From an optimization exercise on the open Yosys and OpenROAD flow, aimed at small area and a short achievable clock period; shortcuts taken in it are not production practice.
Function was checked by simulation only, so behaviour that the tests miss may differ from the original.

==> flow/design.v, too long to show whole: its modules and the start of the top module <==
// module grad_top: 3264 lines
module grad_top (
    input  wire logic        clk,
    input  wire logic        rst,
    input  wire logic        in_valid,
    input  wire logic        sof,
    input  wire logic [7:0]  pixel,
    output logic             out_valid,
    output logic [32:0]      grad
);
  // ...
==> flow/flow/run.sh <==
#!/bin/bash
# The standard layout, with the port buffers made from buf_2 cells instead of the
# resizer's default pick (a delay cell), and clkbuf_8 cells at the clock tree's leaves.
set -euo pipefail
export BUFFER_PORTS_ARGS="-buffer_cell sky130_fd_sc_hd__buf_2"
export CTS_ARGS="-sink_clustering_enable -repair_clock_nets -sink_clustering_size 16 -sink_clustering_max_diameter 80 -buf_list {sky130_fd_sc_hd__clkbuf_8 sky130_fd_sc_hd__clkbuf_16} -root_buf sky130_fd_sc_hd__clkbuf_16 -sink_clustering_buffer sky130_fd_sc_hd__clkbuf_8"
bash standard.sh > standard.log 2>&1
==> flow/standard.sh <==
#!/bin/bash
# synth_recipe.tcl (not shown) runs the flow's synth.tcl, then flattens the netlist and writes it again
# the make line also repeats each setting of config.mk as NAME=value (left out here)
make -C /OpenROAD-flow-scripts/flow DESIGN_CONFIG=/design/flow/config.mk WORK_HOME=/design/flow/orfs CLKGATE_MAP_FILE= SYNTH_SCRIPT=/design/flow/synth_recipe.tcl "${@:-finish}"
==> flow/config.mk <==
export PLATFORM = sky130hd
export DESIGN_NAME = grad_top
export DESIGN_NICKNAME = grad_top
export VERILOG_FILES = /design/flow/design.v
export SDC_FILE = /design/flow/constraint.sdc
export NUM_CORES = 4
export LEC_CHECK = 0
export CAP_MARGIN = 20
export CORE_MARGIN = 2
export CORE_UTILIZATION = 75
export CTS_CLUSTER_DIAMETER = 80
export CTS_CLUSTER_SIZE = 25
export SLEW_MARGIN = 20
==> flow/constraint.sdc <==
create_clock -name core_clock -period 26.0 [get_ports {clk}]
set_input_delay 5.2000 -clock core_clock [delete_from_list [all_inputs] [get_ports {clk}]]
set_output_delay 5.2000 -clock core_clock [all_outputs]
set_load 0.01 [all_outputs]
==> metrics.md, run 1 <==
| Metric | Value |
|---|---|
| Status | timing/DRC/antenna clean |
| Multi-In Gates | 1283 |
| CTS root buf | clkbuf_16 |
| CP Data Arrival Time | 1000 ps |
| First-pass GRT wire length | 78760 µm |
| Post-Synth XOR/XNOR Area | 0.03663 |
| CP endpoint | out_valid |
| WL/cell | 15.98 µm |
| Sequential share of the synthesized area | 0.5714 |
| Hold Path Origin | p4_dquo[6] |
| Commonest non-fill, non-tap cell in the layout | dfxtp_1 |
| Distinct cells, synth | 79 |
| Yosys top cell area share | 0.3061 |
| FP Rows | 73 |
| Register area | 0.01708 mm² |
| Final hold slack | 318.9 ps |
| Top Registers | sr x264, grad x33 |
| Sequential portion of the cell area | 0.5399 |
| Met3 wire length | 1359 µm |
| Setup bufs post-CTS | 0 |
| R2R cell count | 22 |
| Post-synthesis cell count | 2323 |
| H-tree levels | 2 |
| IO buf count | 45 |
| Fin Setup TNS | 0 ps |
| Core Util, Final | 0.7999 |
| # DRC | 0 |
| Die Ht | 203.6 µm |
| Worst EP required | 20800 ps |
| Top layer in use | met4 |
| Layout cell share with drive strength beyond 1 | 0.07057 |
| Max Fclk | 161.2 MHz |
| Most frequent cells in the layout | dfxtp_1, inv_1, edfxtp_1 |
| RSZ-0062 raised after global routing | false |
| Top cells by area, synth | dfxtp_1, edfxtp_1, fa_1, ha_1, inv_1 |
| Setup WS post-layout | 19800 ps |
| Crit path max-delay family | flip-flops |
| Mean post-synth cell area | 12.86 µm² |
| Invs w/o clock | 285 |
| Post-synthesis mux area share | 0.03785 |
| NonClk Buf Share | 0.01013 |
==> inputs of run 2 (changes only) <==
--- a/flow/design.v
+++ b/flow/design.v
@@ -1314,14 +1314,2 @@
     assign sq3_P0_m = sq3_p[0] & 1'b0;
-    logic sq3_G2_1, sq3_P2_1;
-    assign sq3_G2_1 = sq3_g[2] | (sq3_p[2] & sq3_g[1]);
-    assign sq3_P2_1 = sq3_p[2] & sq3_p[1];
-    logic sq3_G4_3, sq3_P4_3;
-    assign sq3_G4_3 = sq3_g[4] | (sq3_p[4] & sq3_g[3]);
-    assign sq3_P4_3 = sq3_p[4] & sq3_p[3];
-    logic sq3_G2_m, sq3_P2_m;
-    assign sq3_G2_m = sq3_G2_1 | (sq3_P2_1 & sq3_G0_m);
-    assign sq3_P2_m = sq3_P2_1 & sq3_P0_m;
-    logic sq3_G4_m, sq3_P4_m;
-    assign sq3_G4_m = sq3_G4_3 | (sq3_P4_3 & sq3_G2_m);
-    assign sq3_P4_m = sq3_P4_3 & sq3_P2_m;
     logic sq3_G1_m, sq3_P1_m;
@@ -1329,2 +1317,5 @@
     assign sq3_P1_m = sq3_p[1] & sq3_P0_m;
+    logic sq3_G2_m, sq3_P2_m;
+    assign sq3_G2_m = sq3_g[2] | (sq3_p[2] & sq3_G1_m);
+    assign sq3_P2_m = sq3_p[2] & sq3_P1_m;
     logic sq3_G3_m, sq3_P3_m;
@@ -1332,2 +1323,5 @@
     assign sq3_P3_m = sq3_p[3] & sq3_P2_m;
+    logic sq3_G4_m, sq3_P4_m;
+    assign sq3_G4_m = sq3_g[4] | (sq3_p[4] & sq3_G3_m);
+    assign sq3_P4_m = sq3_p[4] & sq3_P3_m;
     logic sq3_G5_m, sq3_P5_m;
@@ -1558,23 +1552,2 @@
     assign sq4_P0_m = sq4_p[0] & 1'b0;
-    logic sq4_G2_1, sq4_P2_1;
-    assign sq4_G2_1 = sq4_g[2] | (sq4_p[2] & sq4_g[1]);
-    assign sq4_P2_1 = sq4_p[2] & sq4_p[1];
-    logic sq4_G4_3, sq4_P4_3;
-    assign sq4_G4_3 = sq4_g[4] | (sq4_p[4] & sq4_g[3]);
-    assign sq4_P4_3 = sq4_p[4] & sq4_p[3];
-    logic sq4_G6_5, sq4_P6_5;
-    assign sq4_G6_5 = sq4_g[6] | (sq4_p[6] & sq4_g[5]);
-    assign sq4_P6_5 = sq4_p[6] & sq4_p[5];
-    logic sq4_G2_m, sq4_P2_m;
-    assign sq4_G2_m = sq4_G2_1 | (sq4_P2_1 & sq4_G0_m);
-    assign sq4_P2_m = sq4_P2_1 & sq4_P0_m;
-    logic sq4_G6_3, sq4_P6_3;
-    assign sq4_G6_3 = sq4_G6_5 | (sq4_P6_5 & sq4_G4_3);
-    assign sq4_P6_3 = sq4_P6_5 & sq4_P4_3;
-    logic sq4_G6_m, sq4_P6_m;
-    assign sq4_G6_m = sq4_G6_3 | (sq4_P6_3 & sq4_G2_m);
-    assign sq4_P6_m = sq4_P6_3 & sq4_P2_m;
-    logic sq4_G4_m, sq4_P4_m;
-    assign sq4_G4_m = sq4_G4_3 | (sq4_P4_3 & sq4_G2_m);
-    assign sq4_P4_m = sq4_P4_3 & sq4_P2_m;
     logic sq4_G1_m, sq4_P1_m;
@@ -1582,2 +1555,5 @@
     assign sq4_P1_m = sq4_p[1] & sq4_P0_m;
+    logic sq4_G2_m, sq4_P2_m;
+    assign sq4_G2_m = sq4_g[2] | (sq4_p[2] & sq4_G1_m);
+    assign sq4_P2_m = sq4_p[2] & sq4_P1_m;
     logic sq4_G3_m, sq4_P3_m;
@@ -1585,2 +1561,5 @@
     assign sq4_P3_m = sq4_p[3] & sq4_P2_m;
+    logic sq4_G4_m, sq4_P4_m;
+    assign sq4_G4_m = sq4_g[4] | (sq4_p[4] & sq4_G3_m);
+    assign sq4_P4_m = sq4_p[4] & sq4_P3_m;
     logic sq4_G5_m, sq4_P5_m;
@@ -1588,2 +1567,8 @@
     assign sq4_P5_m = sq4_p[5] & sq4_P4_m;
+    logic sq4_G6_5, sq4_P6_5;
+    assign sq4_G6_5 = sq4_g[6] | (sq4_p[6] & sq4_g[5]);
+    assign sq4_P6_5 = sq4_p[6] & sq4_p[5];
+    logic sq4_G6_m, sq4_P6_m;
+    assign sq4_G6_m = sq4_G6_5 | (sq4_P6_5 & sq4_G4_m);
+    assign sq4_P6_m = sq4_P6_5 & sq4_P4_m;
     assign sq4_cy[0] = 1'b1;
@@ -1636,23 +1621,2 @@
     assign sq5_P0_m = sq5_p[0] & 1'b0;
-    logic sq5_G2_1, sq5_P2_1;
-    assign sq5_G2_1 = sq5_g[2] | (sq5_p[2] & sq5_g[1]);
-    assign sq5_P2_1 = sq5_p[2] & sq5_p[1];
-    logic sq5_G4_3, sq5_P4_3;
-    assign sq5_G4_3 = sq5_g[4] | (sq5_p[4] & sq5_g[3]);
-    assign sq5_P4_3 = sq5_p[4] & sq5_p[3];
-    logic sq5_G6_5, sq5_P6_5;
-    assign sq5_G6_5 = sq5_g[6] | (sq5_p[6] & sq5_g[5]);
-    assign sq5_P6_5 = sq5_p[6] & sq5_p[5];
-    logic sq5_G2_m, sq5_P2_m;
-    assign sq5_G2_m = sq5_G2_1 | (sq5_P2_1 & sq5_G0_m);
-    assign sq5_P2_m = sq5_P2_1 & sq5_P0_m;
-    logic sq5_G6_3, sq5_P6_3;
-    assign sq5_G6_3 = sq5_G6_5 | (sq5_P6_5 & sq5_G4_3);
-    assign sq5_P6_3 = sq5_P6_5 & sq5_P4_3;
-    logic sq5_G6_m, sq5_P6_m;
-    assign sq5_G6_m = sq5_G6_3 | (sq5_P6_3 & sq5_G2_m);
-    assign sq5_P6_m = sq5_P6_3 & sq5_P2_m;
-    logic sq5_G4_m, sq5_P4_m;
-    assign sq5_G4_m = sq5_G4_3 | (sq5_P4_3 & sq5_G2_m);
-    assign sq5_P4_m = sq5_P4_3 & sq5_P2_m;
     logic sq5_G1_m, sq5_P1_m;
@@ -1660,2 +1624,5 @@
     assign sq5_P1_m = sq5_p[1] & sq5_P0_m;
+    logic sq5_G2_m, sq5_P2_m;
+    assign sq5_G2_m = sq5_g[2] | (sq5_p[2] & sq5_G1_m);
+    assign sq5_P2_m = sq5_p[2] & sq5_P1_m;
     logic sq5_G3_m, sq5_P3_m;
@@ -1663,2 +1630,5 @@
     assign sq5_P3_m = sq5_p[3] & sq5_P2_m;
+    logic sq5_G4_m, sq5_P4_m;
+    assign sq5_G4_m = sq5_g[4] | (sq5_p[4] & sq5_G3_m);
+    assign sq5_P4_m = sq5_p[4] & sq5_P3_m;
     logic sq5_G5_m, sq5_P5_m;
@@ -1666,5 +1636,14 @@
     assign sq5_P5_m = sq5_p[5] & sq5_P4_m;
+    logic sq5_G6_5, sq5_P6_5;
+    assign sq5_G6_5 = sq5_g[6] | (sq5_p[6] & sq5_g[5]);
+    assign sq5_P6_5 = sq5_p[6] & sq5_p[5];
+    logic sq5_G6_m, sq5_P6_m;
+    assign sq5_G6_m = sq5_G6_5 | (sq5_P6_5 & sq5_G4_m);
+    assign sq5_P6_m = sq5_P6_5 & sq5_P4_m;
+    logic sq5_G7_5, sq5_P7_5;
+    assign sq5_G7_5 = sq5_g[7] | (sq5_p[7] & sq5_G6_5);
+    assign sq5_P7_5 = sq5_p[7] & sq5_P6_5;
     logic sq5_G7_m, sq5_P7_m;
-    assign sq5_G7_m = sq5_g[7] | (sq5_p[7] & sq5_G6_m);
-    assign sq5_P7_m = sq5_p[7] & sq5_P6_m;
+    assign sq5_G7_m = sq5_G7_5 | (sq5_P7_5 & sq5_G4_m);
+    assign sq5_P7_m = sq5_P7_5 & sq5_P4_m;
     assign sq5_cy[0] = 1'b1;
@@ -1900,29 +1879,2 @@
     assign sq6_P0_m = sq6_p[0] & 1'b0;
-    logic sq6_G2_1, sq6_P2_1;
-    assign sq6_G2_1 = sq6_g[2] | (sq6_p[2] & sq6_g[1]);
-    assign sq6_P2_1 = sq6_p[2] & sq6_p[1];
-    logic sq6_G4_3, sq6_P4_3;
-    assign sq6_G4_3 = sq6_g[4] | (sq6_p[4] & sq6_g[3]);
-    assign sq6_P4_3 = sq6_p[4] & sq6_p[3];
-    logic sq6_G6_5, sq6_P6_5;
-    assign sq6_G6_5 = sq6_g[6] | (sq6_p[6] & sq6_g[5]);
-    assign sq6_P6_5 = sq6_p[6] & sq6_p[5];
-    logic sq6_G8_7, sq6_P8_7;
-    assign sq6_G8_7 = sq6_g[8] | (sq6_p[8] & sq6_g[7]);
-    assign sq6_P8_7 = sq6_p[8] & sq6_p[7];
-    logic sq6_G2_m, sq6_P2_m;
-    assign sq6_G2_m = sq6_G2_1 | (sq6_P2_1 & sq6_G0_m);
-    assign sq6_P2_m = sq6_P2_1 & sq6_P0_m;
-    logic sq6_G6_3, sq6_P6_3;
-    assign sq6_G6_3 = sq6_G6_5 | (sq6_P6_5 & sq6_G4_3);
-    assign sq6_P6_3 = sq6_P6_5 & sq6_P4_3;
-    logic sq6_G6_m, sq6_P6_m;
-    assign sq6_G6_m = sq6_G6_3 | (sq6_P6_3 & sq6_G2_m);
-    assign sq6_P6_m = sq6_P6_3 & sq6_P2_m;
-    logic sq6_G4_m, sq6_P4_m;
-    assign sq6_G4_m = sq6_G4_3 | (sq6_P4_3 & sq6_G2_m);
-    assign sq6_P4_m = sq6_P4_3 & sq6_P2_m;
-    logic sq6_G8_m, sq6_P8_m;
-    assign sq6_G8_m = sq6_G8_7 | (sq6_P8_7 & sq6_G6_m);
-    assign sq6_P8_m = sq6_P8_7 & sq6_P6_m;
     logic sq6_G1_m, sq6_P1_m;
@@ -1930,2 +1882,5 @@
     assign sq6_P1_m = sq6_p[1] & sq6_P0_m;
+    logic sq6_G2_m, sq6_P2_m;
+    assign sq6_G2_m = sq6_g[2] | (sq6_p[2] & sq6_G1_m);
+    assign sq6_P2_m = sq6_p[2] & sq6_P1_m;
     logic sq6_G3_m, sq6_P3_m;
@@ -1933,2 +1888,5 @@
     assign sq6_P3_m = sq6_p[3] & sq6_P2_m;
+    logic sq6_G4_m, sq6_P4_m;
+    assign sq6_G4_m = sq6_g[4] | (sq6_p[4] & sq6_G3_m);
+    assign sq6_P4_m = sq6_p[4] & sq6_P3_m;
     logic sq6_G5_m, sq6_P5_m;
@@ -1936,5 +1894,20 @@
     assign sq6_P5_m = sq6_p[5] & sq6_P4_m;
+    logic sq6_G6_5, sq6_P6_5;
+    assign sq6_G6_5 = sq6_g[6] | (sq6_p[6] & sq6_g[5]);
+    assign sq6_P6_5 = sq6_p[6] & sq6_p[5];
+    logic sq6_G6_m, sq6_P6_m;
+    assign sq6_G6_m = sq6_G6_5 | (sq6_P6_5 & sq6_G4_m);
+    assign sq6_P6_m = sq6_P6_5 & sq6_P4_m;
+    logic sq6_G7_5, sq6_P7_5;
+    assign sq6_G7_5 = sq6_g[7] | (sq6_p[7] & sq6_G6_5);
+    assign sq6_P7_5 = sq6_p[7] & sq6_P6_5;
     logic sq6_G7_m, sq6_P7_m;
-    assign sq6_G7_m = sq6_g[7] | (sq6_p[7] & sq6_G6_m);
-    assign sq6_P7_m = sq6_p[7] & sq6_P6_m;
+    assign sq6_G7_m = sq6_G7_5 | (sq6_P7_5 & sq6_G4_m);
+    assign sq6_P7_m = sq6_P7_5 & sq6_P4_m;
+    logic sq6_G8_5, sq6_P8_5;
+    assign sq6_G8_5 = sq6_g[8] | (sq6_p[8] & sq6_G7_5);
+    assign sq6_P8_5 = sq6_p[8] & sq6_P7_5;
+    logic sq6_G8_m, sq6_P8_m;
+    assign sq6_G8_m = sq6_G8_5 | (sq6_P8_5 & sq6_G4_m);
+    assign sq6_P8_m = sq6_P8_5 & sq6_P4_m;
     assign sq6_cy[0] = 1'b1;
@@ -1995,29 +1968,2 @@
     assign sq7_P0_m = sq7_p[0] & 1'b0;
-    logic sq7_G2_1, sq7_P2_1;
-    assign sq7_G2_1 = sq7_g[2] | (sq7_p[2] & sq7_g[1]);
-    assign sq7_P2_1 = sq7_p[2] & sq7_p[1];
-    logic sq7_G4_3, sq7_P4_3;
-    assign sq7_G4_3 = sq7_g[4] | (sq7_p[4] & sq7_g[3]);
-    assign sq7_P4_3 = sq7_p[4] & sq7_p[3];
-    logic sq7_G6_5, sq7_P6_5;
-    assign sq7_G6_5 = sq7_g[6] | (sq7_p[6] & sq7_g[5]);
-    assign sq7_P6_5 = sq7_p[6] & sq7_p[5];
-    logic sq7_G8_7, sq7_P8_7;
-    assign sq7_G8_7 = sq7_g[8] | (sq7_p[8] & sq7_g[7]);
-    assign sq7_P8_7 = sq7_p[8] & sq7_p[7];
-    logic sq7_G2_m, sq7_P2_m;
-    assign sq7_G2_m = sq7_G2_1 | (sq7_P2_1 & sq7_G0_m);
-    assign sq7_P2_m = sq7_P2_1 & sq7_P0_m;
-    logic sq7_G6_3, sq7_P6_3;
-    assign sq7_G6_3 = sq7_G6_5 | (sq7_P6_5 & sq7_G4_3);
-    assign sq7_P6_3 = sq7_P6_5 & sq7_P4_3;
-    logic sq7_G6_m, sq7_P6_m;
-    assign sq7_G6_m = sq7_G6_3 | (sq7_P6_3 & sq7_G2_m);
-    assign sq7_P6_m = sq7_P6_3 & sq7_P2_m;
-    logic sq7_G4_m, sq7_P4_m;
-    assign sq7_G4_m = sq7_G4_3 | (sq7_P4_3 & sq7_G2_m);
-    assign sq7_P4_m = sq7_P4_3 & sq7_P2_m;
-    logic sq7_G8_m, sq7_P8_m;
-    assign sq7_G8_m = sq7_G8_7 | (sq7_P8_7 & sq7_G6_m);
-    assign sq7_P8_m = sq7_P8_7 & sq7_P6_m;
     logic sq7_G1_m, sq7_P1_m;
@@ -2025,2 +1971,5 @@
     assign sq7_P1_m = sq7_p[1] & sq7_P0_m;
+    logic sq7_G2_m, sq7_P2_m;
+    assign sq7_G2_m = sq7_g[2] | (sq7_p[2] & sq7_G1_m);
+    assign sq7_P2_m = sq7_p[2] & sq7_P1_m;
     logic sq7_G3_m, sq7_P3_m;
@@ -2028,2 +1977,5 @@
     assign sq7_P3_m = sq7_p[3] & sq7_P2_m;
+    logic sq7_G4_m, sq7_P4_m;
+    assign sq7_G4_m = sq7_g[4] | (sq7_p[4] & sq7_G3_m);
+    assign sq7_P4_m = sq7_p[4] & sq7_P3_m;
     logic sq7_G5_m, sq7_P5_m;
@@ -2031,8 +1983,26 @@
     assign sq7_P5_m = sq7_p[5] & sq7_P4_m;
+    logic sq7_G6_5, sq7_P6_5;
+    assign sq7_G6_5 = sq7_g[6] | (sq7_p[6] & sq7_g[5]);
+    assign sq7_P6_5 = sq7_p[6] & sq7_p[5];
+    logic sq7_G6_m, sq7_P6_m;
+    assign sq7_G6_m = sq7_G6_5 | (sq7_P6_5 & sq7_G4_m);
+    assign sq7_P6_m = sq7_P6_5 & sq7_P4_m;
+    logic sq7_G7_5, sq7_P7_5;
+    assign sq7_G7_5 = sq7_g[7] | (sq7_p[7] & sq7_G6_5);
+    assign sq7_P7_5 = sq7_p[7] & sq7_P6_5;
     logic sq7_G7_m, sq7_P7_m;
-    assign sq7_G7_m = sq7_g[7] | (sq7_p[7] & sq7_G6_m);
-    assign sq7_P7_m = sq7_p[7] & sq7_P6_m;
+    assign sq7_G7_m = sq7_G7_5 | (sq7_P7_5 & sq7_G4_m);
+    assign sq7_P7_m = sq7_P7_5 & sq7_P4_m;
+    logic sq7_G8_5, sq7_P8_5;
+    assign sq7_G8_5 = sq7_g[8] | (sq7_p[8] & sq7_G7_5);
+    assign sq7_P8_5 = sq7_p[8] & sq7_P7_5;
+    logic sq7_G8_m, sq7_P8_m;
+    assign sq7_G8_m = sq7_G8_5 | (sq7_P8_5 & sq7_G4_m);
+    assign sq7_P8_m = sq7_P8_5 & sq7_P4_m;
+    logic sq7_G9_5, sq7_P9_5;
+    assign sq7_G9_5 = sq7_g[9] | (sq7_p[9] & sq7_G8_5);
+    assign sq7_P9_5 = sq7_p[9] & sq7_P8_5;
     logic sq7_G9_m, sq7_P9_m;
-    assign sq7_G9_m = sq7_g[9] | (sq7_p[9] & sq7_G8_m);
-    assign sq7_P9_m = sq7_p[9] & sq7_P8_m;
+    assign sq7_G9_m = sq7_G9_5 | (sq7_P9_5 & sq7_G4_m);
+    assign sq7_P9_m = sq7_P9_5 & sq7_P4_m;
     assign sq7_cy[0] = 1'b1;
@@ -2276,38 +2246,2 @@
     assign sq8_P0_m = sq8_p[0] & 1'b0;
-    logic sq8_G2_1, sq8_P2_1;
-    assign sq8_G2_1 = sq8_g[2] | (sq8_p[2] & sq8_g[1]);
-    assign sq8_P2_1 = sq8_p[2] & sq8_p[1];
-    logic sq8_G4_3, sq8_P4_3;
-    assign sq8_G4_3 = sq8_g[4] | (sq8_p[4] & sq8_g[3]);
-    assign sq8_P4_3 = sq8_p[4] & sq8_p[3];
-    logic sq8_G6_5, sq8_P6_5;
-    assign sq8_G6_5 = sq8_g[6] | (sq8_p[6] & sq8_g[5]);
-    assign sq8_P6_5 = sq8_p[6] & sq8_p[5];
-    logic sq8_G8_7, sq8_P8_7;
-    assign sq8_G8_7 = sq8_g[8] | (sq8_p[8] & sq8_g[7]);
-    assign sq8_P8_7 = sq8_p[8] & sq8_p[7];
-    logic sq8_G10_9, sq8_P10_9;
-    assign sq8_G10_9 = sq8_g[10] | (sq8_p[10] & sq8_g[9]);
-    assign sq8_P10_9 = sq8_p[10] & sq8_p[9];
-    logic sq8_G2_m, sq8_P2_m;
-    assign sq8_G2_m = sq8_G2_1 | (sq8_P2_1 & sq8_G0_m);
-    assign sq8_P2_m = sq8_P2_1 & sq8_P0_m;
-    logic sq8_G6_3, sq8_P6_3;
-    assign sq8_G6_3 = sq8_G6_5 | (sq8_P6_5 & sq8_G4_3);
-    assign sq8_P6_3 = sq8_P6_5 & sq8_P4_3;
-    logic sq8_G10_7, sq8_P10_7;
-    assign sq8_G10_7 = sq8_G10_9 | (sq8_P10_9 & sq8_G8_7);
-    assign sq8_P10_7 = sq8_P10_9 & sq8_P8_7;
-    logic sq8_G6_m, sq8_P6_m;
-    assign sq8_G6_m = sq8_G6_3 | (sq8_P6_3 & sq8_G2_m);
-    assign sq8_P6_m = sq8_P6_3 & sq8_P2_m;
-    logic sq8_G10_m, sq8_P10_m;
-    assign sq8_G10_m = sq8_G10_7 | (sq8_P10_7 & sq8_G6_m);
-    assign sq8_P10_m = sq8_P10_7 & sq8_P6_m;
-    logic sq8_G4_m, sq8_P4_m;
-    assign sq8_G4_m = sq8_G4_3 | (sq8_P4_3 & sq8_G2_m);
-    assign sq8_P4_m = sq8_P4_3 & sq8_P2_m;
-    logic sq8_G8_m, sq8_P8_m;
-    assign sq8_G8_m = sq8_G8_7 | (sq8_P8_7 & sq8_G6_m);
-    assign sq8_P8_m = sq8_P8_7 & sq8_P6_m;
     logic sq8_G1_m, sq8_P1_m;
@@ -2315,2 +2249,5 @@
     assign sq8_P1_m = sq8_p[1] & sq8_P0_m;
+    logic sq8_G2_m, sq8_P2_m;
+    assign sq8_G2_m = sq8_g[2] | (sq8_p[2] & sq8_G1_m);
+    assign sq8_P2_m = sq8_p[2] & sq8_P1_m;
     logic sq8_G3_m, sq8_P3_m;
@@ -2318,2 +2255,5 @@
     assign sq8_P3_m = sq8_p[3] & sq8_P2_m;
+    logic sq8_G4_m, sq8_P4_m;
+    assign sq8_G4_m = sq8_g[4] | (sq8_p[4] & sq8_G3_m);
+    assign sq8_P4_m = sq8_p[4] & sq8_P3_m;
     logic sq8_G5_m, sq8_P5_m;
@@ -2321,8 +2261,29 @@
     assign sq8_P5_m = sq8_p[5] & sq8_P4_m;
+    logic sq8_G6_5, sq8_P6_5;
+    assign sq8_G6_5 = sq8_g[6] | (sq8_p[6] & sq8_g[5]);
+    assign sq8_P6_5 = sq8_p[6] & sq8_p[5];
+    logic sq8_G6_m, sq8_P6_m;
+    assign sq8_G6_m = sq8_G6_5 | (sq8_P6_5 & sq8_G4_m);
+    assign sq8_P6_m = sq8_P6_5 & sq8_P4_m;
+    logic sq8_G7_5, sq8_P7_5;
+    assign sq8_G7_5 = sq8_g[7] | (sq8_p[7] & sq8_G6_5);
+    assign sq8_P7_5 = sq8_p[7] & sq8_P6_5;
     logic sq8_G7_m, sq8_P7_m;
-    assign sq8_G7_m = sq8_g[7] | (sq8_p[7] & sq8_G6_m);
-    assign sq8_P7_m = sq8_p[7] & sq8_P6_m;
+    assign sq8_G7_m = sq8_G7_5 | (sq8_P7_5 & sq8_G4_m);
+    assign sq8_P7_m = sq8_P7_5 & sq8_P4_m;
+    logic sq8_G8_5, sq8_P8_5;
+    assign sq8_G8_5 = sq8_g[8] | (sq8_p[8] & sq8_G7_5);
+    assign sq8_P8_5 = sq8_p[8] & sq8_P7_5;
+    logic sq8_G8_m, sq8_P8_m;
+    assign sq8_G8_m = sq8_G8_5 | (sq8_P8_5 & sq8_G4_m);
+    assign sq8_P8_m = sq8_P8_5 & sq8_P4_m;
+    logic sq8_G9_5, sq8_P9_5;
+    assign sq8_G9_5 = sq8_g[9] | (sq8_p[9] & sq8_G8_5);
+    assign sq8_P9_5 = sq8_p[9] & sq8_P8_5;
     logic sq8_G9_m, sq8_P9_m;
-    assign sq8_G9_m = sq8_g[9] | (sq8_p[9] & sq8_G8_m);
-    assign sq8_P9_m = sq8_p[9] & sq8_P8_m;
+    assign sq8_G9_m = sq8_G9_5 | (sq8_P9_5 & sq8_G4_m);
+    assign sq8_P9_m = sq8_P9_5 & sq8_P4_m;
+    logic sq8_G10_m, sq8_P10_m;
+    assign sq8_G10_m = sq8_g[10] | (sq8_p[10] & sq8_G9_m);
+    assign sq8_P10_m = sq8_p[10] & sq8_P9_m;
     assign sq8_cy[0] = 1'b1;
@@ -2391,38 +2352,2 @@
     assign sq9_P0_m = sq9_p[0] & 1'b0;
-    logic sq9_G2_1, sq9_P2_1;
-    assign sq9_G2_1 = sq9_g[2] | (sq9_p[2] & sq9_g[1]);
-    assign sq9_P2_1 = sq9_p[2] & sq9_p[1];
-    logic sq9_G4_3, sq9_P4_3;
-    assign sq9_G4_3 = sq9_g[4] | (sq9_p[4] & sq9_g[3]);
-    assign sq9_P4_3 = sq9_p[4] & sq9_p[3];
-    logic sq9_G6_5, sq9_P6_5;
-    assign sq9_G6_5 = sq9_g[6] | (sq9_p[6] & sq9_g[5]);
-    assign sq9_P6_5 = sq9_p[6] & sq9_p[5];
-    logic sq9_G8_7, sq9_P8_7;
-    assign sq9_G8_7 = sq9_g[8] | (sq9_p[8] & sq9_g[7]);
-    assign sq9_P8_7 = sq9_p[8] & sq9_p[7];
-    logic sq9_G10_9, sq9_P10_9;
-    assign sq9_G10_9 = sq9_g[10] | (sq9_p[10] & sq9_g[9]);
-    assign sq9_P10_9 = sq9_p[10] & sq9_p[9];
-    logic sq9_G2_m, sq9_P2_m;
-    assign sq9_G2_m = sq9_G2_1 | (sq9_P2_1 & sq9_G0_m);
-    assign sq9_P2_m = sq9_P2_1 & sq9_P0_m;
-    logic sq9_G6_3, sq9_P6_3;
-    assign sq9_G6_3 = sq9_G6_5 | (sq9_P6_5 & sq9_G4_3);
-    assign sq9_P6_3 = sq9_P6_5 & sq9_P4_3;
-    logic sq9_G10_7, sq9_P10_7;
-    assign sq9_G10_7 = sq9_G10_9 | (sq9_P10_9 & sq9_G8_7);
-    assign sq9_P10_7 = sq9_P10_9 & sq9_P8_7;
-    logic sq9_G6_m, sq9_P6_m;
-    assign sq9_G6_m = sq9_G6_3 | (sq9_P6_3 & sq9_G2_m);
-    assign sq9_P6_m = sq9_P6_3 & sq9_P2_m;
-    logic sq9_G10_m, sq9_P10_m;
-    assign sq9_G10_m = sq9_G10_7 | (sq9_P10_7 & sq9_G6_m);
-    assign sq9_P10_m = sq9_P10_7 & sq9_P6_m;
-    logic sq9_G4_m, sq9_P4_m;
-    assign sq9_G4_m = sq9_G4_3 | (sq9_P4_3 & sq9_G2_m);
-    assign sq9_P4_m = sq9_P4_3 & sq9_P2_m;
-    logic sq9_G8_m, sq9_P8_m;
-    assign sq9_G8_m = sq9_G8_7 | (sq9_P8_7 & sq9_G6_m);
-    assign sq9_P8_m = sq9_P8_7 & sq9_P6_m;
     logic sq9_G1_m, sq9_P1_m;
@@ -2430,2 +2355,5 @@
     assign sq9_P1_m = sq9_p[1] & sq9_P0_m;
+    logic sq9_G2_m, sq9_P2_m;
+    assign sq9_G2_m = sq9_g[2] | (sq9_p[2] & sq9_G1_m);
+    assign sq9_P2_m = sq9_p[2] & sq9_P1_m;
     logic sq9_G3_m, sq9_P3_m;
@@ -2433,2 +2361,5 @@
     assign sq9_P3_m = sq9_p[3] & sq9_P2_m;
+    logic sq9_G4_m, sq9_P4_m;
+    assign sq9_G4_m = sq9_g[4] | (sq9_p[4] & sq9_G3_m);
+    assign sq9_P4_m = sq9_p[4] & sq9_P3_m;
     logic sq9_G5_m, sq9_P5_m;
@@ -2436,11 +2367,35 @@
     assign sq9_P5_m = sq9_p[5] & sq9_P4_m;
+    logic sq9_G6_5, sq9_P6_5;
+    assign sq9_G6_5 = sq9_g[6] | (sq9_p[6] & sq9_g[5]);
+    assign sq9_P6_5 = sq9_p[6] & sq9_p[5];
+    logic sq9_G6_m, sq9_P6_m;
+    assign sq9_G6_m = sq9_G6_5 | (sq9_P6_5 & sq9_G4_m);
+    assign sq9_P6_m = sq9_P6_5 & sq9_P4_m;
+    logic sq9_G7_5, sq9_P7_5;
+    assign sq9_G7_5 = sq9_g[7] | (sq9_p[7] & sq9_G6_5);
+    assign sq9_P7_5 = sq9_p[7] & sq9_P6_5;
     logic sq9_G7_m, sq9_P7_m;
-    assign sq9_G7_m = sq9_g[7] | (sq9_p[7] & sq9_G6_m);
-    assign sq9_P7_m = sq9_p[7] & sq9_P6_m;
+    assign sq9_G7_m = sq9_G7_5 | (sq9_P7_5 & sq9_G4_m);
+    assign sq9_P7_m = sq9_P7_5 & sq9_P4_m;
+    logic sq9_G8_5, sq9_P8_5;
+    assign sq9_G8_5 = sq9_g[8] | (sq9_p[8] & sq9_G7_5);
+    assign sq9_P8_5 = sq9_p[8] & sq9_P7_5;
+    logic sq9_G8_m, sq9_P8_m;
+    assign sq9_G8_m = sq9_G8_5 | (sq9_P8_5 & sq9_G4_m);
+    assign sq9_P8_m = sq9_P8_5 & sq9_P4_m;
+    logic sq9_G9_5, sq9_P9_5;
+    assign sq9_G9_5 = sq9_g[9] | (sq9_p[9] & sq9_G8_5);
+    assign sq9_P9_5 = sq9_p[9] & sq9_P8_5;
     logic sq9_G9_m, sq9_P9_m;
-    assign sq9_G9_m = sq9_g[9] | (sq9_p[9] & sq9_G8_m);
-    assign sq9_P9_m = sq9_p[9] & sq9_P8_m;
+    assign sq9_G9_m = sq9_G9_5 | (sq9_P9_5 & sq9_G4_m);
+    assign sq9_P9_m = sq9_P9_5 & sq9_P4_m;
+    logic sq9_G10_m, sq9_P10_m;
+    assign sq9_G10_m = sq9_g[10] | (sq9_p[10] & sq9_G9_m);
+    assign sq9_P10_m = sq9_p[10] & sq9_P9_m;
+    logic sq9_G11_10, sq9_P11_10;
+    assign sq9_G11_10 = sq9_g[11] | (sq9_p[11] & sq9_g[10]);
+    assign sq9_P11_10 = sq9_p[11] & sq9_p[10];
     logic sq9_G11_m, sq9_P11_m;
-    assign sq9_G11_m = sq9_g[11] | (sq9_p[11] & sq9_G10_m);
-    assign sq9_P11_m = sq9_p[11] & sq9_P10_m;
+    assign sq9_G11_m = sq9_G11_10 | (sq9_P11_10 & sq9_G9_m);
+    assign sq9_P11_m = sq9_P11_10 & sq9_P9_m;
     assign sq9_cy[0] = 1'b1;
@@ -2692,44 +2647,2 @@
     assign sq10_P0_m = sq10_p[0] & 1'b0;
-    logic sq10_G2_1, sq10_P2_1;
-    assign sq10_G2_1 = sq10_g[2] | (sq10_p[2] & sq10_g[1]);
-    assign sq10_P2_1 = sq10_p[2] & sq10_p[1];
-    logic sq10_G4_3, sq10_P4_3;
-    assign sq10_G4_3 = sq10_g[4] | (sq10_p[4] & sq10_g[3]);
-    assign sq10_P4_3 = sq10_p[4] & sq10_p[3];
-    logic sq10_G6_5, sq10_P6_5;
-    assign sq10_G6_5 = sq10_g[6] | (sq10_p[6] & sq10_g[5]);
-    assign sq10_P6_5 = sq10_p[6] & sq10_p[5];
-    logic sq10_G8_7, sq10_P8_7;
-    assign sq10_G8_7 = sq10_g[8] | (sq10_p[8] & sq10_g[7]);
-    assign sq10_P8_7 = sq10_p[8] & sq10_p[7];
-    logic sq10_G10_9, sq10_P10_9;
-    assign sq10_G10_9 = sq10_g[10] | (sq10_p[10] & sq10_g[9]);
-    assign sq10_P10_9 = sq10_p[10] & sq10_p[9];
-    logic sq10_G12_11, sq10_P12_11;
-    assign sq10_G12_11 = sq10_g[12] | (sq10_p[12] & sq10_g[11]);
-    assign sq10_P12_11 = sq10_p[12] & sq10_p[11];
-    logic sq10_G2_m, sq10_P2_m;
-    assign sq10_G2_m = sq10_G2_1 | (sq10_P2_1 & sq10_G0_m);
-    assign sq10_P2_m = sq10_P2_1 & sq10_P0_m;
-    logic sq10_G6_3, sq10_P6_3;
-    assign sq10_G6_3 = sq10_G6_5 | (sq10_P6_5 & sq10_G4_3);
-    assign sq10_P6_3 = sq10_P6_5 & sq10_P4_3;
-    logic sq10_G10_7, sq10_P10_7;
-    assign sq10_G10_7 = sq10_G10_9 | (sq10_P10_9 & sq10_G8_7);
-    assign sq10_P10_7 = sq10_P10_9 & sq10_P8_7;
-    logic sq10_G6_m, sq10_P6_m;
-    assign sq10_G6_m = sq10_G6_3 | (sq10_P6_3 & sq10_G2_m);
-    assign sq10_P6_m = sq10_P6_3 & sq10_P2_m;
-    logic sq10_G10_m, sq10_P10_m;
-    assign sq10_G10_m = sq10_G10_7 | (sq10_P10_7 & sq10_G6_m);
-    assign sq10_P10_m = sq10_P10_7 & sq10_P6_m;
-    logic sq10_G4_m, sq10_P4_m;
-    assign sq10_G4_m = sq10_G4_3 | (sq10_P4_3 & sq10_G2_m);
-    assign sq10_P4_m = sq10_P4_3 & sq10_P2_m;
-    logic sq10_G8_m, sq10_P8_m;
-    assign sq10_G8_m = sq10_G8_7 | (sq10_P8_7 & sq10_G6_m);
-    assign sq10_P8_m = sq10_P8_7 & sq10_P6_m;
-    logic sq10_G12_m, sq10_P12_m;
-    assign sq10_G12_m = sq10_G12_11 | (sq10_P12_11 & sq10_G10_m);
-    assign sq10_P12_m = sq10_P12_11 & sq10_P10_m;
     logic sq10_G1_m, sq10_P1_m;
@@ -2737,2 +2650,5 @@
     assign sq10_P1_m = sq10_p[1] & sq10_P0_m;
+    logic sq10_G2_m, sq10_P2_m;
+    assign sq10_G2_m = sq10_g[2] | (sq10_p[2] & sq10_G1_m);
+    assign sq10_P2_m = sq10_p[2] & sq10_P1_m;
     logic sq10_G3_m, sq10_P3_m;
@@ -2740,2 +2656,5 @@
     assign sq10_P3_m = sq10_p[3] & sq10_P2_m;
+    logic sq10_G4_m, sq10_P4_m;
+    assign sq10_G4_m = sq10_g[4] | (sq10_p[4] & sq10_G3_m);
+    assign sq10_P4_m = sq10_p[4] & sq10_P3_m;
     logic sq10_G5_m, sq10_P5_m;
@@ -2743,11 +2662,41 @@
     assign sq10_P5_m = sq10_p[5] & sq10_P4_m;
+    logic sq10_G6_5, sq10_P6_5;
+    assign sq10_G6_5 = sq10_g[6] | (sq10_p[6] & sq10_g[5]);
+    assign sq10_P6_5 = sq10_p[6] & sq10_p[5];
+    logic sq10_G6_m, sq10_P6_m;
+    assign sq10_G6_m = sq10_G6_5 | (sq10_P6_5 & sq10_G4_m);
+    assign sq10_P6_m = sq10_P6_5 & sq10_P4_m;
+    logic sq10_G7_5, sq10_P7_5;
+    assign sq10_G7_5 = sq10_g[7] | (sq10_p[7] & sq10_G6_5);
+    assign sq10_P7_5 = sq10_p[7] & sq10_P6_5;
     logic sq10_G7_m, sq10_P7_m;
-    assign sq10_G7_m = sq10_g[7] | (sq10_p[7] & sq10_G6_m);
-    assign sq10_P7_m = sq10_p[7] & sq10_P6_m;
+    assign sq10_G7_m = sq10_G7_5 | (sq10_P7_5 & sq10_G4_m);
+    assign sq10_P7_m = sq10_P7_5 & sq10_P4_m;
+    logic sq10_G8_5, sq10_P8_5;
+    assign sq10_G8_5 = sq10_g[8] | (sq10_p[8] & sq10_G7_5);
+    assign sq10_P8_5 = sq10_p[8] & sq10_P7_5;
+    logic sq10_G8_m, sq10_P8_m;
+    assign sq10_G8_m = sq10_G8_5 | (sq10_P8_5 & sq10_G4_m);
+    assign sq10_P8_m = sq10_P8_5 & sq10_P4_m;
+    logic sq10_G9_5, sq10_P9_5;
+    assign sq10_G9_5 = sq10_g[9] | (sq10_p[9] & sq10_G8_5);
+    assign sq10_P9_5 = sq10_p[9] & sq10_P8_5;
     logic sq10_G9_m, sq10_P9_m;
-    assign sq10_G9_m = sq10_g[9] | (sq10_p[9] & sq10_G8_m);
-    assign sq10_P9_m = sq10_p[9] & sq10_P8_m;
+    assign sq10_G9_m = sq10_G9_5 | (sq10_P9_5 & sq10_G4_m);
+    assign sq10_P9_m = sq10_P9_5 & sq10_P4_m;
+    logic sq10_G10_m, sq10_P10_m;
+    assign sq10_G10_m = sq10_g[10] | (sq10_p[10] & sq10_G9_m);
+    assign sq10_P10_m = sq10_p[10] & sq10_P9_m;
+    logic sq10_G11_10, sq10_P11_10;
+    assign sq10_G11_10 = sq10_g[11] | (sq10_p[11] & sq10_g[10]);
+    assign sq10_P11_10 = sq10_p[11] & sq10_p[10];
     logic sq10_G11_m, sq10_P11_m;
-    assign sq10_G11_m = sq10_g[11] | (sq10_p[11] & sq10_G10_m);
-    assign sq10_P11_m = sq10_p[11] & sq10_P10_m;
+    assign sq10_G11_m = sq10_G11_10 | (sq10_P11_10 & sq10_G9_m);
+    assign sq10_P11_m = sq10_P11_10 & sq10_P9_m;
+    logic sq10_G12_10, sq10_P12_10;
+    assign sq10_G12_10 = sq10_g[12] | (sq10_p[12] & sq10_G11_10);
+    assign sq10_P12_10 = sq10_p[12] & sq10_P11_10;
+    logic sq10_G12_m, sq10_P12_m;
+    assign sq10_G12_m = sq10_G12_10 | (sq10_P12_10 & sq10_G9_m);
+    assign sq10_P12_m = sq10_P12_10 & sq10_P9_m;
     assign sq10_cy[0] = 1'b1;
@@ -2824,44 +2773,2 @@
     assign sq11_P0_m = sq11_p[0] & 1'b0;
-    logic sq11_G2_1, sq11_P2_1;
-    assign sq11_G2_1 = sq11_g[2] | (sq11_p[2] & sq11_g[1]);
-    assign sq11_P2_1 = sq11_p[2] & sq11_p[1];
-    logic sq11_G4_3, sq11_P4_3;
-    assign sq11_G4_3 = sq11_g[4] | (sq11_p[4] & sq11_g[3]);
-    assign sq11_P4_3 = sq11_p[4] & sq11_p[3];
-    logic sq11_G6_5, sq11_P6_5;
-    assign sq11_G6_5 = sq11_g[6] | (sq11_p[6] & sq11_g[5]);
-    assign sq11_P6_5 = sq11_p[6] & sq11_p[5];
-    logic sq11_G8_7, sq11_P8_7;
-    assign sq11_G8_7 = sq11_g[8] | (sq11_p[8] & sq11_g[7]);
-    assign sq11_P8_7 = sq11_p[8] & sq11_p[7];
-    logic sq11_G10_9, sq11_P10_9;
-    assign sq11_G10_9 = sq11_g[10] | (sq11_p[10] & sq11_g[9]);
-    assign sq11_P10_9 = sq11_p[10] & sq11_p[9];
-    logic sq11_G12_11, sq11_P12_11;
-    assign sq11_G12_11 = sq11_g[12] | (sq11_p[12] & sq11_g[11]);
-    assign sq11_P12_11 = sq11_p[12] & sq11_p[11];
-    logic sq11_G2_m, sq11_P2_m;
-    assign sq11_G2_m = sq11_G2_1 | (sq11_P2_1 & sq11_G0_m);
-    assign sq11_P2_m = sq11_P2_1 & sq11_P0_m;
-    logic sq11_G6_3, sq11_P6_3;
-    assign sq11_G6_3 = sq11_G6_5 | (sq11_P6_5 & sq11_G4_3);
-    assign sq11_P6_3 = sq11_P6_5 & sq11_P4_3;
-    logic sq11_G10_7, sq11_P10_7;
-    assign sq11_G10_7 = sq11_G10_9 | (sq11_P10_9 & sq11_G8_7);
-    assign sq11_P10_7 = sq11_P10_9 & sq11_P8_7;
-    logic sq11_G6_m, sq11_P6_m;
-    assign sq11_G6_m = sq11_G6_3 | (sq11_P6_3 & sq11_G2_m);
-    assign sq11_P6_m = sq11_P6_3 & sq11_P2_m;
-    logic sq11_G10_m, sq11_P10_m;
-    assign sq11_G10_m = sq11_G10_7 | (sq11_P10_7 & sq11_G6_m);
-    assign sq11_P10_m = sq11_P10_7 & sq11_P6_m;
-    logic sq11_G4_m, sq11_P4_m;
-    assign sq11_G4_m = sq11_G4_3 | (sq11_P4_3 & sq11_G2_m);
-    assign sq11_P4_m = sq11_P4_3 & sq11_P2_m;
-    logic sq11_G8_m, sq11_P8_m;
-    assign sq11_G8_m = sq11_G8_7 | (sq11_P8_7 & sq11_G6_m);
-    assign sq11_P8_m = sq11_P8_7 & sq11_P6_m;
-    logic sq11_G12_m, sq11_P12_m;
-    assign sq11_G12_m = sq11_G12_11 | (sq11_P12_11 & sq11_G10_m);
-    assign sq11_P12_m = sq11_P12_11 & sq11_P10_m;
     logic sq11_G1_m, sq11_P1_m;
@@ -2869,2 +2776,5 @@
     assign sq11_P1_m = sq11_p[1] & sq11_P0_m;
+    logic sq11_G2_m, sq11_P2_m;
+    assign sq11_G2_m = sq11_g[2] | (sq11_p[2] & sq11_G1_m);
+    assign sq11_P2_m = sq11_p[2] & sq11_P1_m;
     logic sq11_G3_m, sq11_P3_m;
@@ -2872,2 +2782,5 @@
     assign sq11_P3_m = sq11_p[3] & sq11_P2_m;
+    logic sq11_G4_m, sq11_P4_m;
+    assign sq11_G4_m = sq11_g[4] | (sq11_p[4] & sq11_G3_m);
+    assign sq11_P4_m = sq11_p[4] & sq11_P3_m;
     logic sq11_G5_m, sq11_P5_m;
@@ -2875,14 +2788,47 @@
     assign sq11_P5_m = sq11_p[5] & sq11_P4_m;
+    logic sq11_G6_5, sq11_P6_5;
+    assign sq11_G6_5 = sq11_g[6] | (sq11_p[6] & sq11_g[5]);
+    assign sq11_P6_5 = sq11_p[6] & sq11_p[5];
+    logic sq11_G6_m, sq11_P6_m;
+    assign sq11_G6_m = sq11_G6_5 | (sq11_P6_5 & sq11_G4_m);
+    assign sq11_P6_m = sq11_P6_5 & sq11_P4_m;
+    logic sq11_G7_5, sq11_P7_5;
+    assign sq11_G7_5 = sq11_g[7] | (sq11_p[7] & sq11_G6_5);
+    assign sq11_P7_5 = sq11_p[7] & sq11_P6_5;
     logic sq11_G7_m, sq11_P7_m;
-    assign sq11_G7_m = sq11_g[7] | (sq11_p[7] & sq11_G6_m);
-    assign sq11_P7_m = sq11_p[7] & sq11_P6_m;
+    assign sq11_G7_m = sq11_G7_5 | (sq11_P7_5 & sq11_G4_m);
+    assign sq11_P7_m = sq11_P7_5 & sq11_P4_m;
+    logic sq11_G8_5, sq11_P8_5;
+    assign sq11_G8_5 = sq11_g[8] | (sq11_p[8] & sq11_G7_5);
+    assign sq11_P8_5 = sq11_p[8] & sq11_P7_5;
+    logic sq11_G8_m, sq11_P8_m;
+    assign sq11_G8_m = sq11_G8_5 | (sq11_P8_5 & sq11_G4_m);
+    assign sq11_P8_m = sq11_P8_5 & sq11_P4_m;
+    logic sq11_G9_5, sq11_P9_5;
+    assign sq11_G9_5 = sq11_g[9] | (sq11_p[9] & sq11_G8_5);
+    assign sq11_P9_5 = sq11_p[9] & sq11_P8_5;
     logic sq11_G9_m, sq11_P9_m;
-    assign sq11_G9_m = sq11_g[9] | (sq11_p[9] & sq11_G8_m);
-    assign sq11_P9_m = sq11_p[9] & sq11_P8_m;
+    assign sq11_G9_m = sq11_G9_5 | (sq11_P9_5 & sq11_G4_m);
+    assign sq11_P9_m = sq11_P9_5 & sq11_P4_m;
+    logic sq11_G10_m, sq11_P10_m;
+    assign sq11_G10_m = sq11_g[10] | (sq11_p[10] & sq11_G9_m);
+    assign sq11_P10_m = sq11_p[10] & sq11_P9_m;
+    logic sq11_G11_10, sq11_P11_10;
+    assign sq11_G11_10 = sq11_g[11] | (sq11_p[11] & sq11_g[10]);
+    assign sq11_P11_10 = sq11_p[11] & sq11_p[10];
     logic sq11_G11_m, sq11_P11_m;
-    assign sq11_G11_m = sq11_g[11] | (sq11_p[11] & sq11_G10_m);
-    assign sq11_P11_m = sq11_p[11] & sq11_P10_m;
+    assign sq11_G11_m = sq11_G11_10 | (sq11_P11_10 & sq11_G9_m);
+    assign sq11_P11_m = sq11_P11_10 & sq11_P9_m;
+    logic sq11_G12_10, sq11_P12_10;
+    assign sq11_G12_10 = sq11_g[12] | (sq11_p[12] & sq11_G11_10);
+    assign sq11_P12_10 = sq11_p[12] & sq11_P11_10;
+    logic sq11_G12_m, sq11_P12_m;
+    assign sq11_G12_m = sq11_G12_10 | (sq11_P12_10 & sq11_G9_m);
+    assign sq11_P12_m = sq11_P12_10 & sq11_P9_m;
+    logic sq11_G13_10, sq11_P13_10;
+    assign sq11_G13_10 = sq11_g[13] | (sq11_p[13] & sq11_G12_10);
+    assign sq11_P13_10 = sq11_p[13] & sq11_P12_10;
     logic sq11_G13_m, sq11_P13_m;
-    assign sq11_G13_m = sq11_g[13] | (sq11_p[13] & sq11_G12_m);
-    assign sq11_P13_m = sq11_p[13] & sq11_P12_m;
+    assign sq11_G13_m = sq11_G13_10 | (sq11_P13_10 & sq11_G9_m);
+    assign sq11_P13_m = sq11_P13_10 & sq11_P9_m;
     assign sq11_cy[0] = 1'b1;
@@ -3142,56 +3088,2 @@
     assign sq12_P0_m = sq12_p[0] & 1'b0;
-    logic sq12_G2_1, sq12_P2_1;
-    assign sq12_G2_1 = sq12_g[2] | (sq12_p[2] & sq12_g[1]);
-    assign sq12_P2_1 = sq12_p[2] & sq12_p[1];
-    logic sq12_G4_3, sq12_P4_3;
-    assign sq12_G4_3 = sq12_g[4] | (sq12_p[4] & sq12_g[3]);
-    assign sq12_P4_3 = sq12_p[4] & sq12_p[3];
-    logic sq12_G6_5, sq12_P6_5;
-    assign sq12_G6_5 = sq12_g[6] | (sq12_p[6] & sq12_g[5]);
-    assign sq12_P6_5 = sq12_p[6] & sq12_p[5];
-    logic sq12_G8_7, sq12_P8_7;
-    assign sq12_G8_7 = sq12_g[8] | (sq12_p[8] & sq12_g[7]);
-    assign sq12_P8_7 = sq12_p[8] & sq12_p[7];
-    logic sq12_G10_9, sq12_P10_9;
-    assign sq12_G10_9 = sq12_g[10] | (sq12_p[10] & sq12_g[9]);
-    assign sq12_P10_9 = sq12_p[10] & sq12_p[9];
-    logic sq12_G12_11, sq12_P12_11;
-    assign sq12_G12_11 = sq12_g[12] | (sq12_p[12] & sq12_g[11]);
-    assign sq12_P12_11 = sq12_p[12] & sq12_p[11];
-    logic sq12_G14_13, sq12_P14_13;
-    assign sq12_G14_13 = sq12_g[14] | (sq12_p[14] & sq12_g[13]);
-    assign sq12_P14_13 = sq12_p[14] & sq12_p[13];
-    logic sq12_G2_m, sq12_P2_m;
-    assign sq12_G2_m = sq12_G2_1 | (sq12_P2_1 & sq12_G0_m);
-    assign sq12_P2_m = sq12_P2_1 & sq12_P0_m;
-    logic sq12_G6_3, sq12_P6_3;
-    assign sq12_G6_3 = sq12_G6_5 | (sq12_P6_5 & sq12_G4_3);
-    assign sq12_P6_3 = sq12_P6_5 & sq12_P4_3;
-    logic sq12_G10_7, sq12_P10_7;
-    assign sq12_G10_7 = sq12_G10_9 | (sq12_P10_9 & sq12_G8_7);
-    assign sq12_P10_7 = sq12_P10_9 & sq12_P8_7;
-    logic sq12_G14_11, sq12_P14_11;
-    assign sq12_G14_11 = sq12_G14_13 | (sq12_P14_13 & sq12_G12_11);
-    assign sq12_P14_11 = sq12_P14_13 & sq12_P12_11;
-    logic sq12_G6_m, sq12_P6_m;
-    assign sq12_G6_m = sq12_G6_3 | (sq12_P6_3 & sq12_G2_m);
-    assign sq12_P6_m = sq12_P6_3 & sq12_P2_m;
-    logic sq12_G14_7, sq12_P14_7;
-    assign sq12_G14_7 = sq12_G14_11 | (sq12_P14_11 & sq12_G10_7);
-    assign sq12_P14_7 = sq12_P14_11 & sq12_P10_7;
-    logic sq12_G14_m, sq12_P14_m;
-    assign sq12_G14_m = sq12_G14_7 | (sq12_P14_7 & sq12_G6_m);
-    assign sq12_P14_m = sq12_P14_7 & sq12_P6_m;
-    logic sq12_G10_m, sq12_P10_m;
-    assign sq12_G10_m = sq12_G10_7 | (sq12_P10_7 & sq12_G6_m);
-    assign sq12_P10_m = sq12_P10_7 & sq12_P6_m;
-    logic sq12_G4_m, sq12_P4_m;
-    assign sq12_G4_m = sq12_G4_3 | (sq12_P4_3 & sq12_G2_m);
-    assign sq12_P4_m = sq12_P4_3 & sq12_P2_m;
-    logic sq12_G8_m, sq12_P8_m;
-    assign sq12_G8_m = sq12_G8_7 | (sq12_P8_7 & sq12_G6_m);
-    assign sq12_P8_m = sq12_P8_7 & sq12_P6_m;
-    logic sq12_G12_m, sq12_P12_m;
-    assign sq12_G12_m = sq12_G12_11 | (sq12_P12_11 & sq12_G10_m);
-    assign sq12_P12_m = sq12_P12_11 & sq12_P10_m;
     logic sq12_G1_m, sq12_P1_m;
@@ -3199,2 +3091,5 @@
     assign sq12_P1_m = sq12_p[1] & sq12_P0_m;
+    logic sq12_G2_m, sq12_P2_m;
+    assign sq12_G2_m = sq12_g[2] | (sq12_p[2] & sq12_G1_m);
+    assign sq12_P2_m = sq12_p[2] & sq12_P1_m;
     logic sq12_G3_m, sq12_P3_m;
@@ -3202,2 +3097,5 @@
     assign sq12_P3_m = sq12_p[3] & sq12_P2_m;
+    logic sq12_G4_m, sq12_P4_m;
+    assign sq12_G4_m = sq12_g[4] | (sq12_p[4] & sq12_G3_m);
+    assign sq12_P4_m = sq12_p[4] & sq12_P3_m;
     logic sq12_G5_m, sq12_P5_m;
@@ -3205,14 +3103,53 @@
     assign sq12_P5_m = sq12_p[5] & sq12_P4_m;
+    logic sq12_G6_5, sq12_P6_5;
+    assign sq12_G6_5 = sq12_g[6] | (sq12_p[6] & sq12_g[5]);
+    assign sq12_P6_5 = sq12_p[6] & sq12_p[5];
+    logic sq12_G6_m, sq12_P6_m;
+    assign sq12_G6_m = sq12_G6_5 | (sq12_P6_5 & sq12_G4_m);
+    assign sq12_P6_m = sq12_P6_5 & sq12_P4_m;
+    logic sq12_G7_5, sq12_P7_5;
+    assign sq12_G7_5 = sq12_g[7] | (sq12_p[7] & sq12_G6_5);
+    assign sq12_P7_5 = sq12_p[7] & sq12_P6_5;
     logic sq12_G7_m, sq12_P7_m;
-    assign sq12_G7_m = sq12_g[7] | (sq12_p[7] & sq12_G6_m);
-    assign sq12_P7_m = sq12_p[7] & sq12_P6_m;
+    assign sq12_G7_m = sq12_G7_5 | (sq12_P7_5 & sq12_G4_m);
+    assign sq12_P7_m = sq12_P7_5 & sq12_P4_m;
+    logic sq12_G8_5, sq12_P8_5;
+    assign sq12_G8_5 = sq12_g[8] | (sq12_p[8] & sq12_G7_5);
+    assign sq12_P8_5 = sq12_p[8] & sq12_P7_5;
+    logic sq12_G8_m, sq12_P8_m;
+    assign sq12_G8_m = sq12_G8_5 | (sq12_P8_5 & sq12_G4_m);
+    assign sq12_P8_m = sq12_P8_5 & sq12_P4_m;
+    logic sq12_G9_5, sq12_P9_5;
+    assign sq12_G9_5 = sq12_g[9] | (sq12_p[9] & sq12_G8_5);
+    assign sq12_P9_5 = sq12_p[9] & sq12_P8_5;
     logic sq12_G9_m, sq12_P9_m;
-    assign sq12_G9_m = sq12_g[9] | (sq12_p[9] & sq12_G8_m);
-    assign sq12_P9_m = sq12_p[9] & sq12_P8_m;
+    assign sq12_G9_m = sq12_G9_5 | (sq12_P9_5 & sq12_G4_m);
+    assign sq12_P9_m = sq12_P9_5 & sq12_P4_m;
+    logic sq12_G10_m, sq12_P10_m;
+    assign sq12_G10_m = sq12_g[10] | (sq12_p[10] & sq12_G9_m);
+    assign sq12_P10_m = sq12_p[10] & sq12_P9_m;
+    logic sq12_G11_10, sq12_P11_10;
+    assign sq12_G11_10 = sq12_g[11] | (sq12_p[11] & sq12_g[10]);
+    assign sq12_P11_10 = sq12_p[11] & sq12_p[10];
     logic sq12_G11_m, sq12_P11_m;
-    assign sq12_G11_m = sq12_g[11] | (sq12_p[11] & sq12_G10_m);
-    assign sq12_P11_m = sq12_p[11] & sq12_P10_m;
+    assign sq12_G11_m = sq12_G11_10 | (sq12_P11_10 & sq12_G9_m);
+    assign sq12_P11_m = sq12_P11_10 & sq12_P9_m;
+    logic sq12_G12_10, sq12_P12_10;
+    assign sq12_G12_10 = sq12_g[12] | (sq12_p[12] & sq12_G11_10);
+    assign sq12_P12_10 = sq12_p[12] & sq12_P11_10;
+    logic sq12_G12_m, sq12_P12_m;
+    assign sq12_G12_m = sq12_G12_10 | (sq12_P12_10 & sq12_G9_m);
+    assign sq12_P12_m = sq12_P12_10 & sq12_P9_m;
+    logic sq12_G13_10, sq12_P13_10;
+    assign sq12_G13_10 = sq12_g[13] | (sq12_p[13] & sq12_G12_10);
+    assign sq12_P13_10 = sq12_p[13] & sq12_P12_10;
     logic sq12_G13_m, sq12_P13_m;
-    assign sq12_G13_m = sq12_g[13] | (sq12_p[13] & sq12_G12_m);
-    assign sq12_P13_m = sq12_p[13] & sq12_P12_m;
+    assign sq12_G13_m = sq12_G13_10 | (sq12_P13_10 & sq12_G9_m);
+    assign sq12_P13_m = sq12_P13_10 & sq12_P9_m;
+    logic sq12_G14_10, sq12_P14_10;
+    assign sq12_G14_10 = sq12_g[14] | (sq12_p[14] & sq12_G13_10);
+    assign sq12_P14_10 = sq12_p[14] & sq12_P13_10;
+    logic sq12_G14_m, sq12_P14_m;
+    assign sq12_G14_m = sq12_G14_10 | (sq12_P14_10 & sq12_G9_m);
+    assign sq12_P14_m = sq12_P14_10 & sq12_P9_m;
     assign sq12_cy[0] = 1'b1;
==> run 2 against run 1 <==
Compared with the run above:
- critical endpoint is now grad[27]
- global-route usage decreased by 0.29 points
- first-iteration DRC count increased by 9.1%
- critical path depth unchanged
- cell area decreased by 1.9%
- largest cell class unchanged
- highest routed layer unchanged
- fmax decreased by 0.13%
- still clean
- count of clock-buffer cells in the layout unchanged
==> metrics.md, run 2 <==
| Metric | Value |
|---|---|
| Hold Buf Count CTS | 0 (unchanged) |
| Setup bufs post-CTS | 0 (unchanged) |
| Pins Over Slew Limit | 0 (unchanged) |
| Vias | 15620 (was 16330) |
| Drt via density | 5.453 (was 5.539) |
| Worst Path Max Fanout | 1 (unchanged) |
| DRC marker count from the first detailed-route iteration | 756 (was 693) |
| First-pass GRT wire length | 77060 µm (was 78760 µm) |
| # nets final | 2657 (was 2744) |
| Critical-path cell list | buf_2 (unchanged) |
| RSZ-0062 raised after global routing | false (unchanged) |
| Ys flop type | dfxtp_1 (unchanged) |
| Clock Path Buffers | 3 (unchanged) |
| Layout cell share with drive strength beyond 1 | 0.06948 (was 0.07057) |
| # DRC | 0 (unchanged) |
| Fin Setup TNS | 0 ps (unchanged) |
| Worst Hold Class | reg -> reg (unchanged) |
| Post-synth EDFFs | 264 (unchanged) |
| DRT Pass-1 Iters | 5 (unchanged) |
| Detailed Place HPWL | 32580 µm (was 34320 µm) |
| Clk_skew | 28.13 ps (was 27.07 ps) |
| Ys Warns | 2 (unchanged) |
| Bufs and invs on worst path | 1 (unchanged) |
| Fill count | 2167 (was 2310) |
| Sequential share of the synthesized area | 0.5818 (was 0.5714) |
| CP peak stage delay | 330 ps (was 310 ps) |
| Drt total wl | 45310 µm (was 47100 µm) |
| Largest area contributor in the netlist | dfxtp_1 (unchanged) |
| Worst setup path category | reg -> out (unchanged) |
| CP Capture Type | output port (unchanged) |
| Final setup vio count | 0 (unchanged) |
| Status | timing/DRC/antenna clean (unchanged) |
| Initial antenna violation count | 0 (unchanged) |
| H-tree levels | 2 (unchanged) |
| Most frequent cell after synthesis | dfxtp_1 (unchanged) |
| CP max-delay cell | dfxtp_1 (unchanged) |
| CTS root buf | clkbuf_16 (unchanged) |
| Commonest non-fill, non-tap cell in the layout | dfxtp_1 (unchanged) |
| Clk sinks | 721 (unchanged) |
| Most frequent cells in the layout | dfxtp_1, inv_1, edfxtp_1 (unchanged) |
| Fin crit share | 0.2389 (was 0.2386) |
| Max reg flops | 264 (unchanged) |
| Top Registers | sr x264, grad x33 (unchanged) |
| TritonCTS Buffers | 51 (unchanged) |
| Worst-path clk slew | 100 ps (about the same) |
| Syn Nets | 2587 (was 2669) |
| Flops & latches, synth | 721 (unchanged) |
| Die Ht | 201.8 µm (was 203.6 µm) |
| Initial Util | 0.7595 (was 0.7556) |
| Placeable Area | 0.03865 mm² (was 0.03955 mm²) |
| Biggest register | sr (unchanged) |
| IO buf count | 45 (unchanged) |
| Netlist Area Pre-Place | 0.02935 mm² (was 0.02988 mm²) |
| Synth-to-Final Area Change | 5.708% (was 5.853%) |
| Number of global-route vias before repair | 16360 (was 16860) |
| Commonest cells in the netlist | dfxtp_1, inv_1, edfxtp_1 (unchanged) |
| Worst EP required | 20800 ps (about the same) |
| Grt ovf | 0 (unchanged) |
| Post-synthesis cell count | 2255 (was 2323) |
| Largest net degree at the start of global routing | 94 (was 195) |
| Post-CTS Resized | 0 (unchanged) |
| Max_cap viols | 0 (unchanged) |
| Ys async rst share | 0 (unchanged) |
| Total GRT Usage | 0.2329 (was 0.2358) |
| Gpl congestion | 0.8523 (was 0.8220) |
| Distinct cells, synth | 71 (was 79) |
| Crit path time final | 6212 ps (was 6204 ps) |
| Measured slew at the worst slew-check pin | 1071 ps (was 968.9 ps) |
| Critical Path Source Type | register (unchanged) |
| IO Pins | 46 (unchanged) |
| Crit path max-delay family | flip-flops (unchanged) |
| Yosys top cell area share | 0.3117 (was 0.3061) |
| Antenna-violating nets left | 0 (unchanged) |
| WL/cell | 15.82 µm (was 15.98 µm) |
| Die Wd | 201.8 µm (was 203.6 µm) |
| FP Rows | 72 (was 73) |
| CP Data Arrival Time | 1010 ps (was 1000 ps) |
| Top cells by area, synth | dfxtp_1, edfxtp_1, fa_1, ha_1, inv_1 (unchanged) |
| Full die area | 0.04074 mm² (was 0.04146 mm²) |
| Max Fclk | 161.0 MHz (was 161.2 MHz) |
| Hold Violations, Final | 0 (unchanged) |
| Mean post-synth cell area | 13.02 µm² (was 12.86 µm²) |
| Antenna fix cells | 0 (unchanged) |
| Rel. slew slack | 0.2862 (was 0.3541) |
| Clk latency of the worst-skew pair | 560 ps (was 570 ps) |
| TritonCTS clock tree | built (unchanged) |
==> run 2: logic make-up (layout without fill, tap and decap cells) <==
kind of cell               Yosys count  count (layout)  share of synthesized area
muxes                              120             120                    0.04267
other                                1               1                  0.0001278
buffers and inverters              317             408                    0.04079
adders and majority gates          320             320                     0.1760
AOI/OAI and AO/OA                  290             290                    0.06164
xor gates and xnor gates           107             107                    0.03193
and+or+nand+nor                    379             379                    0.06505
DFF                                721             721                     0.5818
==> run 2: final timing paths <==
| kind | start | endpoint | slack (ps) | cells past startpoint |
|---|---|---|---|---|
| worst min-delay path | p8_dquo[9] | p9_dquo[11] | 320 | 0 |
| worst min register to register | p8_dquo[9] | p9_dquo[11] | 320 | 0 |
| worst max-delay path | grad[27] | grad[27] | 19790 | 1 |
| worst max register to register | p2_ndsr[0] | p3_drem[7] | 19900 | 23 |
==> run 2: per-layer routing <==
layer / part of all wire / vias to the layer above / global-route usage
met5: 0 / - / 0
met4: 0.031 / 0 / 0.08377
li1: - / 7664 / -
met1: 0.42 / 7642 / 0.2858
met2: 0.52 / 214 / 0.4251
met3: 0.027 / 97 / 0.02838
==> run 2: per-stage QoR <==
| step | worst slack [ps] | cell area, µm² | hold WS, ps | utilization | cells |
|---|---|---|---|---|---|
| 2_1_floorplan | 19000 | 29350 | 309.6 | - | 2255 |
| 3_3_place_gp | 20100 | 30140 | 310.1 | 0.7799 | 2790 |
| 3_5_place_dp | 19960 | 30140 | 312.1 | 0.7799 | 2790 |
| 4_1_cts | 19750 | 31020 | 327.8 | 0.8028 | 2864 |
| 5_1_grt | 19500 | 31030 | 333.1 | 0.8029 | 2864 |
| 6_report | 19790 | 31030 | 323.1 | 0.8029 | 2864 |
==> run 2: area by class of cell <==
cell class              instances  area [µm²]  share of cell area
flip-flops and latches        721       17080              0.5505
clock inverters                21       98.84            0.003186
clock buffers                  53       785.8             0.02532
well taps                     518       648.1             0.02089
inverters                     283        1062             0.03424
repair buffers                 51       274.0            0.008831
multi-input cells            1217       11080              0.3571

re-timing with driven ports:
How much do the figures lean on ideal ports? The routed layouts below were timed once more, with nothing changed but the port constraints. Step 1 (the two cells are an assumption about what drives the block):
set clk [get_ports {clk}]
set_driving_cell -lib_cell sky130_fd_sc_hd__clkbuf_16 $clk
set_driving_cell -lib_cell sky130_fd_sc_hd__buf_2 [delete_from_list [all_inputs] $clk]
Step 2 also shifts input and output timing later by t, the mid clock arrival at the registers, as if the neighbouring blocks saw the same clock. Three values: no drivers, after step 1, after step 2; two values: the first two.
| run | shift t [ns] | setup slack, ns | worst setup path after step 2 | slew at the worst register clock pin (ns) |
|---|---|---|---|---|
| run 1 | 0.617 | 19.796 / 19.739 / 19.908 | register to register | 0.11 / 0.11 |
| run 2 | 0.606 | 19.788 / 19.731 / 19.905 | register to register | 0.11 / 0.11 |
After both steps setup and hold are still met in every run listed.
